Context: an optimization exercise on an open-source flow, tuned for a short achievable clock period and few clock cycles per item. The choices shown serve that exercise and are no tape-out recipe.

Setup of lane 4:
Design lc4_superscalar, start of the top module:
module lc4_superscalar #(
   parameter lc4_pkg::word_t RESET_PC = 16'h8200
) (
   input  logic              gwe,
   input  logic              i_rst,
   output lc4_pkg::word_t    o_cur_pc,
   input  lc4_pkg::word_t    i_insn_a,
   input  lc4_pkg::word_t    i_insn_b,
   output logic              o_wb_we_a,
   output lc4_pkg::reg_sel_t o_wb_rd_a,
   output lc4_pkg::word_t    o_wb_data_a,
   output lc4_pkg::word_t    o_wb_pc_a,
   output logic              o_wb_we_b,
   output lc4_pkg::reg_sel_t o_wb_rd_b,
   output lc4_pkg::word_t    o_wb_data_b,
   output lc4_pkg::word_t    o_wb_pc_b
);
==> flow/config.mk <==
export PLATFORM = sky130hd
export DESIGN_NAME = lc4_superscalar
export DESIGN_NICKNAME = lc4_superscalar
export VERILOG_FILES = /design/flow/design.v
export SDC_FILE = /design/flow/constraint.sdc
export NUM_CORES = 4
export LEC_CHECK = 0
export ABC_AREA = 1
export ABC_CLOCK_PERIOD_IN_PS = 1800
export CAP_MARGIN = 20
export CORE_MARGIN = 2
export CORE_UTILIZATION = 40
export SETUP_SLACK_MARGIN = 3.2
export SLEW_MARGIN = 20
==> flow/constraint.sdc <==
create_clock -name core_clock -period 5.0 [get_ports {gwe}]
set_input_delay 1.0000 -clock core_clock [delete_from_list [all_inputs] [get_ports {gwe}]]
set_output_delay 1.0000 -clock core_clock [all_outputs]
set_load 0.01 [all_outputs]
run.sh (not shown) runs the stock make flow with config.mk's settings and CLKGATE_MAP_FILE= SYNTH_SCRIPT=/design/flow/synth_recipe.tcl, a recipe that flattens the netlist after the stock synthesis.
#### Input delta (lane 5 over lane 4)
--- a/flow/design.v
+++ b/flow/design.v
@@ -304,15 +304,33 @@
          src1[L] = find_src(rs[L], rs_re[L], L == 1 && own_rs, cnst[0],
                             x1_we, x1_rd, x1_late, x2_we, x2_rd, x2_late, x3_we, x3_rd);
          src2[L] = find_src(rt[L], rt_re[L], L == 1 && own_rt, cnst[0],
                             x1_we, x1_rd, x1_late, x2_we, x2_rd, x2_late, x3_we, x3_rd);
       end
    end
+   logic [7:0] late_reg, late_reg_n;
    logic [1:0] late, issue;
-   assign late[0] = src1[0][LATE] || src2[0][LATE];
-   assign late[1] = src1[1][LATE] || src2[1][LATE];
+   logic       own_c_rs, own_c_rt;
+   assign own_c_rs = cnst[0] && own_rs;
+   assign own_c_rt = cnst[0] && own_rt;
+   assign late[0] = (rs_re[0] && |(rs_oh[0] & late_reg)) || (rt_re[0] && |(rt_oh[0] & late_reg));
+   assign late[1] = src1[1][OWN] || src2[1][OWN] ||
+                    (rs_re[1] && !own_c_rs && |(rs_oh[1] & late_reg)) ||
+                    (rt_re[1] && !own_c_rt && |(rt_oh[1] & late_reg));
+   always_comb begin
+      for (int r = 0; r < 8; r++) begin
+         if (issue[1] && rd[1] == 3'(r))      late_reg_n[r] = late[1];
+         else if (issue[0] && rd[0] == 3'(r)) late_reg_n[r] = late[0];
+         else if (x1_we[1] && x1_rd[1] == 3'(r)) late_reg_n[r] = x1_late[1];
+         else if (x1_we[0] && x1_rd[0] == 3'(r)) late_reg_n[r] = x1_late[0];
+         else                                 late_reg_n[r] = 1'b0;
+      end
+   end
+   always_ff @(posedge gwe) begin
+      late_reg <= i_rst ? 8'h00 : late_reg_n;
+   end
    assign split   = d_valid && late[0] && (src1[1][OWN] || src2[1][OWN]);
    assign issue   = {d_valid && dwe[1] && !split, d_valid && dwe[0]};
    localparam int E1A = 0, E1B = 1, L1A = 2, L1B = 3,    
                   E2A = 4, E2B = 5, L2A = 6, L2B = 7,    
                   P3A = 8, P3B = 9, POWN = 10;           
    function automatic logic [10:0] cls(input logic [7:0] s, input logic [1:0] l1, input logic [1:0] l2);
## What came out
Register-to-register slack delta (lane 5 -> lane 4): insignificant. Compared with lane 4, lane 5 shows a higher largest stage delay on the critical path. The final instance area of lane 5 is higher than that of lane 4. met1 wire length was higher in lane 5 than in lane 4. Lane 5 and lane 4 ended up with nearly the same proportion of cell area spent on the clock network. Count of non-filler cells in the finished layout across lane 5 and lane 4: no real change. Across lane 5 and lane 4, the outcome is the same: a clean finish for every run.
Function was not checked in any run of this note: the RTL went through the layout flow alone.

==> what the ideal ports hide <==
Ports are ideal in the flow. The routed layouts listed here were re-timed in OpenROAD.
Step 1 (the two cells are an assumption about what drives the block):
set clk [get_ports {gwe}]
set_driving_cell -lib_cell sky130_fd_sc_hd__clkbuf_16 $clk
set_driving_cell -lib_cell sky130_fd_sc_hd__buf_2 [delete_from_list [all_inputs] $clk]
Step 2 also shifts input and output timing later by t, the mid clock arrival at the registers, as if the neighbouring blocks saw the same clock.
Slacks: ideal ports / drivers / drivers and shift; pairs: ideal ports / drivers.
run	t (ns)	slack for setup (ns)	clock arrival spread, ns
lane 4	0.857	2.612 / 2.612 / 1.903	0.057 / 0.057
lane 5	0.836	2.606 / 2.606 / 1.985	0.071 / 0.071
After both steps every run listed still meets setup and hold. For lane 4, which loses most, drivers alone change the setup slack by 0.000 ns; drivers and shift together by -0.709 ns.
